What follows belongs to an exercise in optimizing a design on an open flow for a short achievable clock period and few clock cycles; a production flow would make more cautious choices. At most, simulation tests tie the RTL to the original design; equivalence was not proved. Power and IR drop assume default switching activity.

Setup of run A:
Design icache_nway_lru, start of the top module:
module icache_nway_lru #(
   parameter int ADDR_W = 32,
   parameter int WAYS   = 4,
   parameter int SETS   = 4,
   parameter int WPL    = 2,
   parameter int NPART  = 2
) (
   input  logic                clk,
   input  logic                reset,
   input  logic                proc_req,
   input  logic [ADDR_W-1:0]   address_from_proc,
   input  logic                flush,
   output logic [31:0]         data_to_proc,
   output logic                proc_resp_valid,
   output logic                hit_miss,
   output logic                busy,
   output logic                ram_req,
   output logic [ADDR_W-1:0]   address_to_ram,
   input  logic [32*WPL-1:0]   data_from_ram,
   input  logic                ram_access_done
);
Size: about 3200 cells after synthesis, roughly 0.063 mm2 of cells after synthesis.
export LEC_CHECK = 0
export ABC_CLOCK_PERIOD_IN_PS = 2000
export CAP_MARGIN = 20
export CORE_MARGIN = 2
export CORE_UTILIZATION = 65
export SETUP_SLACK_MARGIN = 5
export SLEW_MARGIN = 20
create_clock -name core_clock -period 8.5 [get_ports {clk}]
standard.sh (not shown) runs the stock make flow with config.mk's settings and CLKGATE_MAP_FILE= SYNTH_SCRIPT=/design/flow/synth_recipe.tcl, a recipe that flattens the netlist after the stock synthesis.
==> flow/flow/run.sh <==
#!/bin/bash
# Standard layout, with timing repair aiming further below the clock period.
set -euo pipefail
bash standard.sh SETUP_SLACK_MARGIN=6 finish > orfs_make.log 2>&1
Inputs modified between run A and run C:
Settings: CORE_UTILIZATION: 65 -> 40.
## What came out
Run C ended with every stage complete and zero timing, DRC or antenna violations.
The detail-routed net length per standard cell reported for run C is smaller than that of run A by 3.4 um.
Relative to run A, smallest hold slack has decreased by 0.0091 ns in run C.
The slowest cell on the critical path comes out nand4_1 in one run and dfxtp_1 in the other, namely in run A and run C respectively.
When the final numbers for run A and run C were put side by side, the fraction of final layout cells sized beyond drive strength 1 turned out to be greater in run C.
Function was not checked in any run of this note: the RTL went through the layout flow alone.


Setup of build 15:
Another version of the RTL of icache_nway_lru (not shown whole).
For scale: about 3,500 cells after synthesis, ~1,700 flip-flops, ~170 I/O pins.
## icache_nway_lru
module icache_nway_lru #(
   parameter int ADDR_W = 32,
   parameter int WAYS   = 4,
   parameter int SETS   = 4,
   parameter int WPL    = 2,
   parameter int PAGE   = 12
) (
   input  logic                clk,
   input  logic                reset,
   input  logic                proc_req,
   input  logic [ADDR_W-1:0]   address_from_proc,
   input  logic                flush,
   output logic [31:0]         data_to_proc,
   output logic                proc_resp_valid,
   output logic                hit_miss,
   output logic                busy,
   output logic                ram_req,
   output logic [ADDR_W-1:0]   address_to_ram,
   input  logic [32*WPL-1:0]   data_from_ram,
   input  logic                ram_access_done
);
export LEC_CHECK = 0
export ABC_CLOCK_PERIOD_IN_PS = 2000
export CAP_MARGIN = 20
export CORE_MARGIN = 2
export CORE_UTILIZATION = 40
export SETUP_SLACK_MARGIN = 5
export SLEW_MARGIN = 20
create_clock -name core_clock -period 8.5 [get_ports {clk}]
==> flow/flow/run.sh <==
#!/bin/bash
# Standard layout, with timing repair aiming further below the clock period and
# a few slow multi-input OR/NOR cells kept out of synthesis and repair.
set -euo pipefail
base=$(make -s -C "$FLOW_HOME" DESIGN_CONFIG="$PWD/config.mk" print-DONT_USE_CELLS | sed -n 's/^DONT_USE_CELLS: //p')
extra="sky130_fd_sc_hd__or3_1 sky130_fd_sc_hd__or3_2 sky130_fd_sc_hd__or3_4 sky130_fd_sc_hd__or3b_1 sky130_fd_sc_hd__or3b_2 sky130_fd_sc_hd__or3b_4 sky130_fd_sc_hd__or4_1 sky130_fd_sc_hd__or4_2 sky130_fd_sc_hd__or4_4 sky130_fd_sc_hd__or4b_1 sky130_fd_sc_hd__or4b_2 sky130_fd_sc_hd__or4b_4 sky130_fd_sc_hd__or4bb_1 sky130_fd_sc_hd__or4bb_2 sky130_fd_sc_hd__or4bb_4"
bash standard.sh SETUP_SLACK_MARGIN=6 "DONT_USE_CELLS=$base $extra" "GLOBAL_PLACEMENT_ARGS=-timing_driven_net_weight_max 5 -timing_driven_nets_percentage 20" finish > orfs_make.log 2>&1
Build 15 completed every stage of the flow, and the final layout passed the timing, DRC and antenna checks.
Testbench counts of build 15, summed over its fixed seeds: cycles 44,685.
diff inputs: build 15 => build 92
==> flow/flow/run.sh <==
#!/bin/bash
# Standard layout, with timing repair aiming further below the clock period and
# a few slow multi-input OR/NOR cells kept out of synthesis and repair.
set -euo pipefail
base=$(make -s -C "$FLOW_HOME" DESIGN_CONFIG="$PWD/config.mk" print-DONT_USE_CELLS | sed -n 's/^DONT_USE_CELLS: //p')
extra="sky130_fd_sc_hd__or3_1 sky130_fd_sc_hd__or3_2 sky130_fd_sc_hd__or3_4 sky130_fd_sc_hd__or3b_1 sky130_fd_sc_hd__or3b_2 sky130_fd_sc_hd__or3b_4 sky130_fd_sc_hd__or4_1 sky130_fd_sc_hd__or4_2 sky130_fd_sc_hd__or4_4 sky130_fd_sc_hd__or4b_1 sky130_fd_sc_hd__or4b_2 sky130_fd_sc_hd__or4b_4 sky130_fd_sc_hd__or4bb_1 sky130_fd_sc_hd__or4bb_2 sky130_fd_sc_hd__or4bb_4"
bash standard.sh SETUP_SLACK_MARGIN=6 "DONT_USE_CELLS=$base $extra"  finish > orfs_make.log 2>&1
--- a/flow/config.mk
+++ b/flow/config.mk
@@ -9,5 +9,6 @@
 export CAP_MARGIN = 20
 export CORE_MARGIN = 2
-export CORE_UTILIZATION = 40
+export CORE_UTILIZATION = 50
+export PLACE_DENSITY = 0.65
 export SETUP_SLACK_MARGIN = 5
 export SLEW_MARGIN = 20
==> summary.txt <==
Build 92 vs build 15 — power spent charging and discharging nets dropped 0.12 mW. Count of clock-buffer cells in the layout grows by a few percent when moving from build 15 to build 92. As of build 92, placed wire-length estimate after detailed placement had fallen by a few percent compared to build 15. Comparing worst-case setup margin in the final layout for build 92 and build 15, the smaller number came from build 15. Build 15 → build 92: final instance area now sits lower; area added between synthesis and finish now sits lower; minimum hold slack now sits at about the same level. Build 92 vs build 15 — overall power consumption dropped about 1.2%. In the flow results for build 92 and build 15, the sequential share of layout area is larger on build 92. Delta (build 92 minus build 15): total of max-cap violations stayed essentially flat, initial antenna violation count fell by 12.
Edits applied to the flow inputs when going from build 92 to build 98:
--- a/flow/flow/run.sh
+++ b/flow/flow/run.sh
@@ -5,3 +5,3 @@
 base=$(make -s -C "$FLOW_HOME" DESIGN_CONFIG="$PWD/config.mk" print-DONT_USE_CELLS | sed -n 's/^DONT_USE_CELLS: //p')
 extra="sky130_fd_sc_hd__or3_1 sky130_fd_sc_hd__or3_2 sky130_fd_sc_hd__or3_4 sky130_fd_sc_hd__or3b_1 sky130_fd_sc_hd__or3b_2 sky130_fd_sc_hd__or3b_4 sky130_fd_sc_hd__or4_1 sky130_fd_sc_hd__or4_2 sky130_fd_sc_hd__or4_4 sky130_fd_sc_hd__or4b_1 sky130_fd_sc_hd__or4b_2 sky130_fd_sc_hd__or4b_4 sky130_fd_sc_hd__or4bb_1 sky130_fd_sc_hd__or4bb_2 sky130_fd_sc_hd__or4bb_4"
-bash standard.sh SETUP_SLACK_MARGIN=6 "DONT_USE_CELLS=$base $extra"  finish > orfs_make.log 2>&1
+bash standard.sh SETUP_SLACK_MARGIN=6 "DONT_USE_CELLS=$base $extra" "GLOBAL_PLACEMENT_ARGS=-timing_driven_net_weight_max 10 -timing_driven_nets_percentage 30" finish > orfs_make.log 2>&1
--- a/flow/config.mk
+++ b/flow/config.mk
@@ -9,6 +9,6 @@
 export CAP_MARGIN = 20
 export CORE_MARGIN = 2
-export CORE_UTILIZATION = 50
-export PLACE_DENSITY = 0.65
+export CORE_UTILIZATION = 40
+export GPL_ROUTABILITY_DRIVEN = 0
 export SETUP_SLACK_MARGIN = 5
 export SLEW_MARGIN = 20
Against build 92, build 98 reports a global-route track usage on met2 that is lower. Build 98 against build 92: switching fraction of total power shows an increase of 0.56 points; number of enable flip-flop cells after synthesis roughly the same; clock network fraction of design power up 0.6 points; global-route usage decreased by 4.5 points relative to the old numbers; worst hold margin higher. On share of final-layout standard cells stronger than drive strength 1, build 98 and build 92 are neck and neck. Non-clock buffer count: build 98 vs build 92 up 1.2%. Slew at the pin closest to its max-slew limit across build 98 and build 92: no real change. For the wire length of the first global-routing pass, build 98 came in 4.0% higher than build 92 did.
The following lists how build 6 was set up differently from build 98:
==> flow/flow/run.sh <==
#!/bin/bash
# Standard layout, with timing repair aiming further below the clock period and
# a few slow multi-input OR/NOR cells kept out of synthesis and repair.
set -euo pipefail
base=$(make -s -C "$FLOW_HOME" DESIGN_CONFIG="$PWD/config.mk" print-DONT_USE_CELLS | sed -n 's/^DONT_USE_CELLS: //p')
extra="sky130_fd_sc_hd__or3_1 sky130_fd_sc_hd__or3_2 sky130_fd_sc_hd__or3_4 sky130_fd_sc_hd__or3b_1 sky130_fd_sc_hd__or3b_2 sky130_fd_sc_hd__or3b_4 sky130_fd_sc_hd__or4_1 sky130_fd_sc_hd__or4_2 sky130_fd_sc_hd__or4_4 sky130_fd_sc_hd__or4b_1 sky130_fd_sc_hd__or4b_2 sky130_fd_sc_hd__or4b_4 sky130_fd_sc_hd__or4bb_1 sky130_fd_sc_hd__or4bb_2 sky130_fd_sc_hd__or4bb_4"
bash standard.sh SETUP_SLACK_MARGIN=5.7 "DONT_USE_CELLS=$base $extra" SETUP_MOVE_SEQUENCE=unbuffer,sizeup,clone,split,buffer,swap finish > orfs_make.log 2>&1
--- a/flow/config.mk
+++ b/flow/config.mk
@@ -10,5 +10,4 @@
 export CORE_MARGIN = 2
 export CORE_UTILIZATION = 40
-export GPL_ROUTABILITY_DRIVEN = 0
 export SETUP_SLACK_MARGIN = 5
 export SLEW_MARGIN = 20
==> comparison <==
Every run in the comparison, build 6 and build 98, completed the flow with a clean layout.
The data arrival time of the worst path of build 98 and that of build 6 are within noise of each other.
Post-synthesis sequential area ratio: build 98 vs build 6 identical
Per the comparison of build 6 with build 98, power per cell area shows an increase of 7.5 nW/um^2, vias after detailed routing saw a decrease, minimum period implied by the final worst setup slack dropped 0.012 ns, clock sink count was more or less identical, total routed wirelength went down by 3600 um.
Build 6 improves on build 98 in final design instance area without fill.
Build 6 vs build 98, clock network power consumption went up by about 1%.
Comparing build 6 with build 98, the overall power of the completed layout came out essentially unchanged.
Of build 6 and build 98, it is build 6 that has the higher clock network contribution to total cell area.

==> afterwards: timing with drivers on the ports <==
Ports are ideal in the flow. The routed layouts listed here were re-timed in OpenROAD.
Step 1, drivers: a clkbuf_16 drives clk and a buf_2 each remaining input, both assumed.
Step 2 adds t to the input delays and takes it off the output delays; t is the mean of the earliest and latest rising clock arrival at the registers after step 1. Input paths then give back, and output paths get back, about the clock's delay inside the block.
Three values: ideal, step 1, step 2; two values: the first two.
run | shift t [ns] | setup WS [ns] | hold WS [ns] | worst register clock-pin slew, ns | pins driven straight from the clock port
run A | 0.837 | 5.242 / 5.138 / 4.301 | 0.462 / 0.462 / 0.462 | 0.07 / 0.07 | 1
run C | 0.898 | 5.249 / 5.157 / 4.348 | 0.453 / 0.453 / 0.453 | 0.06 / 0.06 | 1
build 15 | 0.896 | 5.389 / 5.313 / 4.538 | 0.469 / 0.469 / 0.469 | 0.06 / 0.06 | 1
build 92 | 0.876 | 5.409 / 5.325 / 4.462 | 0.467 / 0.467 / 0.467 | 0.07 / 0.07 | 1
build 98 | 0.888 | 5.406 / 5.319 / 4.531 | 0.470 / 0.470 / 0.470 | 0.07 / 0.07 | 1
build 6 | 0.879 | 5.418 / 5.343 / 4.618 | 0.454 / 0.454 / 0.454 | 0.07 / 0.07 | 1
After both steps every run listed still meets setup and hold. For build 92, which loses most, drivers alone change the setup slack by -0.084 ns; drivers and shift together by -0.947 ns.
